Source: an optimization exercise on an open RTL-to-GDS flow (aim: small area). Production flows keep margins and buffers that such runs may drop.
Only simulation tests tie the RTL to the original design; equivalence was not proved.
Power is estimated from default activity; no workload was simulated.

==> flow/design.v <==
`default_nettype none
package branch_prediction_pkg;
  localparam int RegBus      = 32;
  localparam int InstAddrBus = 32;
  localparam int BtbIndexW   = 4;
  localparam logic [1:0] CntStrongNT = 2'b00;
  localparam logic [1:0] CntWeakNT   = 2'b01;
  localparam logic [1:0] CntWeakT    = 2'b10;
  localparam logic [1:0] CntStrongT  = 2'b11;
  localparam logic       PredTaken   = 1'b1;
  typedef logic [InstAddrBus-1:0] inst_addr_t;
  function automatic logic is_mispredict(input logic       pred_taken,
                                         input inst_addr_t pred_target,
                                         input logic       taken,
                                         input inst_addr_t target);
    logic dir_wrong;
    logic tgt_wrong;
    dir_wrong = (pred_taken != taken);
    tgt_wrong = (taken == PredTaken) && (pred_taken == PredTaken) && (pred_target != target);
    is_mispredict = dir_wrong | tgt_wrong;
  endfunction
endpackage
`default_nettype wire
`default_nettype none
module branch_prediction_sat_counter2 (
  input  logic [1:0] cnt,
  input  logic       up,
  output logic [1:0] cnt_next
);
  always_comb begin
    cnt_next = cnt;
    unique case (cnt)
      branch_prediction_pkg::CntStrongNT: cnt_next = up ? branch_prediction_pkg::CntWeakNT  : branch_prediction_pkg::CntStrongNT;
      branch_prediction_pkg::CntWeakNT:   cnt_next = up ? branch_prediction_pkg::CntWeakT   : branch_prediction_pkg::CntStrongNT;
      branch_prediction_pkg::CntWeakT:    cnt_next = up ? branch_prediction_pkg::CntStrongT : branch_prediction_pkg::CntWeakNT;
      branch_prediction_pkg::CntStrongT:  cnt_next = up ? branch_prediction_pkg::CntStrongT : branch_prediction_pkg::CntWeakT;
      default:     cnt_next = cnt;
    endcase
  end
endmodule
`default_nettype wire
`default_nettype none
module branch_prediction #(
  parameter int INDEX_W = branch_prediction_pkg::BtbIndexW,
  parameter int CNT_W   = branch_prediction_pkg::RegBus
) (
  input  logic               clk,
  input  logic               rst,
  input  logic               ce,
  input  logic [31:0]        pc_i,
  input  logic               stall_i,
  output logic               pre_branch_flag_o,
  output logic [31:0]        pre_branch_target_address_o,
  input  logic               upd_valid_i,
  input  logic [31:0]        upd_pc_i,
  input  logic               upd_taken_i,
  input  logic [31:0]        upd_target_i,
  input  logic               upd_pred_taken_i,
  input  logic [31:0]        upd_pred_target_i,
  input  logic               perf_clr_i,
  output logic [CNT_W-1:0]   lookup_cnt_o,
  output logic [CNT_W-1:0]   hit_cnt_o,
  output logic [CNT_W-1:0]   mispred_cnt_o
);
  localparam int ENTRIES = 2 ** INDEX_W;
  localparam int TAG_W   = branch_prediction_pkg::InstAddrBus - INDEX_W - 2;
  logic             r_valid  [ENTRIES];
  logic [TAG_W-1:0] r_tag    [ENTRIES];
  branch_prediction_pkg::inst_addr_t       r_target [ENTRIES];
  logic [1:0]       r_cnt    [ENTRIES];
  logic [CNT_W-1:0] r_lookup_cnt;
  logic [CNT_W-1:0] r_hit_cnt;
  logic [CNT_W-1:0] r_mispred_cnt;
  logic [INDEX_W-1:0] w_lk_idx;
  logic [TAG_W-1:0]   w_lk_tag;
  logic               w_lk_hit;
  logic               w_pred_taken;
  logic               w_lookup_fire;
  logic [INDEX_W-1:0] w_upd_idx;
  logic [TAG_W-1:0]   w_upd_tag;
  logic               w_upd_hit;
  logic [1:0]         w_upd_cnt_next;
  logic               w_mispred;
  logic               w_unused;
  assign w_lk_idx      = pc_i[INDEX_W+1:2];
  assign w_lk_tag      = pc_i[branch_prediction_pkg::InstAddrBus-1:INDEX_W+2];
  assign w_lk_hit      = ce & r_valid[w_lk_idx] & (r_tag[w_lk_idx] == w_lk_tag);
  assign w_pred_taken  = w_lk_hit & r_cnt[w_lk_idx][1];
  assign w_lookup_fire = ce & ~stall_i;
  assign pre_branch_flag_o           = w_pred_taken;
  assign pre_branch_target_address_o = w_pred_taken ? r_target[w_lk_idx] : '0;
  assign w_upd_idx = upd_pc_i[INDEX_W+1:2];
  assign w_upd_tag = upd_pc_i[branch_prediction_pkg::InstAddrBus-1:INDEX_W+2];
  assign w_upd_hit = r_valid[w_upd_idx] & (r_tag[w_upd_idx] == w_upd_tag);
  assign w_mispred = upd_valid_i &
                     branch_prediction_pkg::is_mispredict(upd_pred_taken_i, upd_pred_target_i,
                                   upd_taken_i, upd_target_i);
  assign w_unused = ^{pc_i[1:0], upd_pc_i[1:0]};
  branch_prediction_sat_counter2 u_sat_counter2 (
    .cnt      (r_cnt[w_upd_idx]),
    .up       (upd_taken_i),
    .cnt_next (w_upd_cnt_next)
  );
  always_ff @(posedge clk or negedge rst) begin
    if (!rst) begin
      for (int i = 0; i < ENTRIES; i++) begin
        r_valid[i]  <= 1'b0;
        r_tag[i]    <= '0;
        r_target[i] <= '0;
        r_cnt[i]    <= branch_prediction_pkg::CntStrongNT;
      end
    end else if (upd_valid_i) begin
      if (w_upd_hit) begin
        r_cnt[w_upd_idx] <= w_upd_cnt_next;
        if (upd_taken_i) begin
          r_target[w_upd_idx] <= upd_target_i;
        end
      end else if (upd_taken_i) begin
        r_valid[w_upd_idx]  <= 1'b1;
        r_tag[w_upd_idx]    <= w_upd_tag;
        r_target[w_upd_idx] <= upd_target_i;
        r_cnt[w_upd_idx]    <= branch_prediction_pkg::CntWeakT;
      end
    end
  end
  always_ff @(posedge clk or negedge rst) begin
    if (!rst) begin
      r_lookup_cnt  <= '0;
      r_hit_cnt     <= '0;
      r_mispred_cnt <= '0;
    end else if (perf_clr_i) begin
      r_lookup_cnt  <= '0;
      r_hit_cnt     <= '0;
      r_mispred_cnt <= '0;
    end else begin
      if (w_lookup_fire) begin
        r_lookup_cnt <= r_lookup_cnt + 1'b1;
      end
      if (w_lookup_fire & w_lk_hit) begin
        r_hit_cnt <= r_hit_cnt + 1'b1;
      end
      if (w_mispred) begin
        r_mispred_cnt <= r_mispred_cnt + 1'b1;
      end
    end
  end
  assign lookup_cnt_o  = r_lookup_cnt;
  assign hit_cnt_o     = r_hit_cnt;
  assign mispred_cnt_o = r_mispred_cnt;
endmodule
`default_nettype wire
==> flow/run.sh <==
#!/bin/bash
# synth_recipe.tcl (not shown) runs the flow's synth.tcl, then flattens the netlist and writes it again
# the make line also repeats each setting of config.mk as NAME=value (left out here)
make -C /OpenROAD-flow-scripts/flow DESIGN_CONFIG=/design/flow/config.mk WORK_HOME=/design/flow/orfs CLKGATE_MAP_FILE= SYNTH_SCRIPT=/design/flow/synth_recipe.tcl finish
==> flow/config.mk <==
export PLATFORM = sky130hd
export DESIGN_NAME = branch_prediction
export DESIGN_NICKNAME = branch_prediction
export VERILOG_FILES = /design/flow/design.v
export SDC_FILE = /design/flow/constraint.sdc
export NUM_CORES = 4
export LEC_CHECK = 0
export CAP_MARGIN = 20
export CORE_MARGIN = 2
export CORE_UTILIZATION = 40
export SLEW_MARGIN = 20
==> flow/constraint.sdc <==
create_clock -name core_clock -period 10.0 [get_ports {clk}]
set_input_delay 2.0000 -clock core_clock [delete_from_list [all_inputs] [get_ports {clk}]]
set_output_delay 2.0000 -clock core_clock [all_outputs]
set_load 0.01 [all_outputs]
==> run summary <==
==> flip-flops by register name (all words and copies together) (netlist names) <==
register	count
r_target	512
r_tag	416
r_cnt	32
r_hit_cnt	32
r_lookup_cnt	32
r_mispred_cnt	32
r_valid	16
==> worst max-delay path, delay by kind of cell <==
kind / cells / cell delay [ps]
xor+xnor: 1 / 310
simple gates: 5 / 2130
compound gates: 2 / 590
buf+inv: 4 / 1970
==> final cells by class <==
cell class / instances / area, um^2
diodes: 16 / 40.04
clock buffers: 173 / 3431
clock inverters: 47 / 603.1
fillers: 12564 / 72340
inverters: 31 / 116.4
multi-input cells: 3795 / 26080
flip-flops and latches: 1072 / 26830
well taps: 1781 / 2228
repair buffers: 430 / 3974
==> cell usage after synthesis, types with 12 or more instances <==
cell type  number
inv_1          28
xnor2_1        59
nor4_1         21
a21oi_1       127
o21ai_0        81
a211oi_1       12
a22o_1        112
buf_6          27
mux2_4        151
dfrtp_1      1072
a32o_1         12
o31ai_1        19
mux2_2        465
o22ai_1        62
and3_1         39
xor2_1         69
and3b_1        18
and4_1         12
a311oi_1       12
o211ai_1       13
nor3_1         23
buf_2          92
nor3b_1        26
nand4_1        44
nand2b_1       23
or4_1          26
nand3b_1       12
mux2i_1        64
or3_1          19
nand2_1      1288
nand3_1       147
buf_1          19
and2_1         23
nor2_1        196
o32ai_1        21
a32oi_1        37
a22oi_1       207
nor2b_1        35
clkbuf_1      307
a221oi_1      101
a31oi_1        27
==> per-layer routing <==
metal | track usage [%] | vias up
li1 | - | 19271
met1 | 43.23 | 23717
met2 | 48.16 | 3244
met3 | 9.588 | 924
met4 | 18.64 | 10
met5 | 0.4803 | -
==> cell families after synthesis <==
group / count (synthesis) / synth area share (%)
buf+inv: 489 / 4.045
compound gates: 942 / 12.80
flops: 1072 / 49.05
xor+xnor: 128 / 2.050
fa+ha+maj: 6 / 0.1281
simple gates: 2037 / 16.95
mux: 682 / 14.97
==> through the flow <==
stage | hold WS (ps) | instance area (um^2)
global placement | 459.5 | 59200
CTS | 477.5 | 63240
finish | 476.6 | 63290
floorplan | 445.6 | 54690
detailed placement | 463.2 | 59210
global route | 496.0 | 63270
==> worst min path at each step <==
stage / endpoint / slack, ps / cells after the start
final: r_target[6][29] / 480 / 2
after global routing: r_target[3][8] / 500 / 2
after CTS: r_target[6][29] / 480 / 2
after detailed placement: r_target[6][29] / 460 / 2
after global placement: r_target[4][22] / 460 / 2
after floorplan: r_target[2][18] / 450 / 2
==> power by group <==
| part | internal (mW) | switching (mW) |
|---|---|---|
| logic | 0.897 | 1.04 |
| registers | 5.09 | 0.615 |
| clock network | 2.62 | 1.94 |
==> reports/qor.yml <==
async_flop_share_pct: 100.0
fmax_mhz: 109.8
clk_path_buf_depth: 3
synth_top_area_share_pct: 49.05
dp_hpwl_um: 141700
met1Wirelength_um: 91780
ant_nets: 0
endpoint: "pre_branch_target_address_o[7]"
cts_buffers: 119
crit_chain: "buf_4, buf_4, and4b_2, a211oi_1, a31oi_1, xnor2_1, nand3_1, nor4_1, nand3_2, buf_4, nor2_1, clkdlybuf4s50_1"
path_class: "input port to output pin"
startpoint: "pc_i[5]"
r2r-end: "r_tag[5][3]"
wl_met3_um: 26490
place_congestion: 1.048
ys_types: 95
end_kind: "output pin"
leakage_nw: 28.20
r2r_setup_slack_ps: 5080
grt_pass1_vias: 45335
critPathSlowestCell: "and4b_2"
dieArea_um2: 139700
cp_common_cell: "buf_4"
post_cts_buffers: 0
fp.dieW_um: 373.8
syn_area_per_cell_um2: 10.21
r2r-start: "r_tag[15][18]"
outcome: "complete, no violations"
min_period_ps: 9104
grt_pass1_wl_um: 335100
routed_via_density: 6.422
period_share_pct: 91.04
remaining_drc_errors: 0
final_layout_size_suffix_gt1_share_pct: 20.01
final_cells: 7345
cts_resized: 0
antenna_found_initial: 14
min_from: "r_target[6][29]"
ys.flop_type: "dfrtp_1"
final_common_cell: "nand2_1"
ys_seq_area_share_pct: 49.05
arrival_ps: 7100
final_cell_mix: "1276 x nand2_1, 1072 x dfrtp_1, 465 x mux2_2"
final_nets: 5589
rsz0062_at_grt: "false"
portBuffers: 260
crit_path_start_kind: "input port"
place_ws_ps: 994.0
setup_viol: 0
dr.max_layer_used: "met5"
clock-sinks: 1072
syn_inst: 5356
num_vias: 47166
first_pass_iters: 7
hp-class: "flip-flop to flip-flop"
area_growth_pct: 15.73
critPathMaxStageDelay_ps: 920
cellPowerDensity_nw_per_um2: 192.7
coreArea_um2: 135600
drt-total-wl_um: 234900
row_count: 135
worstMarginPinSlew_ps: 1262
htreeDepth: 3
ys_seq_elements: 1072
skew_ps: 51.26
vdd_drop_max_uv: 173.8
clk_transition_reported_paths_ps: 60
routedWlPerCell_um: 31.99
track_usage_pct: 32.83
cp.required_ps: 8000
initialDrtViolationCount: 6789
synth_top_area_cell: "dfrtp_1"
slew_headroom_pct: 15.75
report.final.slew_viol_count: 0
drv_cap: 0
hold_violations: 0
total_power_mw: 12.20
cts_tree: "built"
die_y_um: 373.8
syn_area_um2: 54690
hold_buffers: 0
worstPathMaxFanout: 50
clock_latency_ps: 790
grt_start_max_net_pins: 186
syn_nets: 5496
dpl.cell_count: 7109
fin_ws_ps: 896.4
synth-edff-count: 0
final_util_pct: 46.66
start_util_pct: 40.32
netlist_top_cells_area: "dfrtp_1 49%, mux2_2 9.6%, nand2_1 8.8%"
reg2regPathDepth: 12
io_pins: 265
wl_met2_um: 101100
synth_warnings: 10
fin_setup_tns_ps: 0
overflow: 0
cts-root-buf: "clkbuf_16"

[afterwards: timing with drivers on the ports]
No port has a modelled driver above. Below, the same layout with a new extraction and two added sets of constraints.
Step 1, drivers: a clkbuf_16 drives clk and a buf_2 each remaining input, both assumed.
Step 2, shift: input delay + t, output delay - t, t = (earliest + latest rising clock arrival at the registers) / 2. This alone moves slack from input paths to output paths.
Three values: no drivers, after step 1, after step 2; two values: the first two.
shift t [ns]: 0.841
setup slack, ns: 0.896 / 0.871 / 0.871
hold WS [ns]: 0.477 / 0.477 / 0.477
worst data-port slew with drivers (ns): 0.15
After both steps setup and hold are still met in this run. For this run, drivers alone change the setup slack by -0.025 ns; drivers and shift together by -0.025 ns.
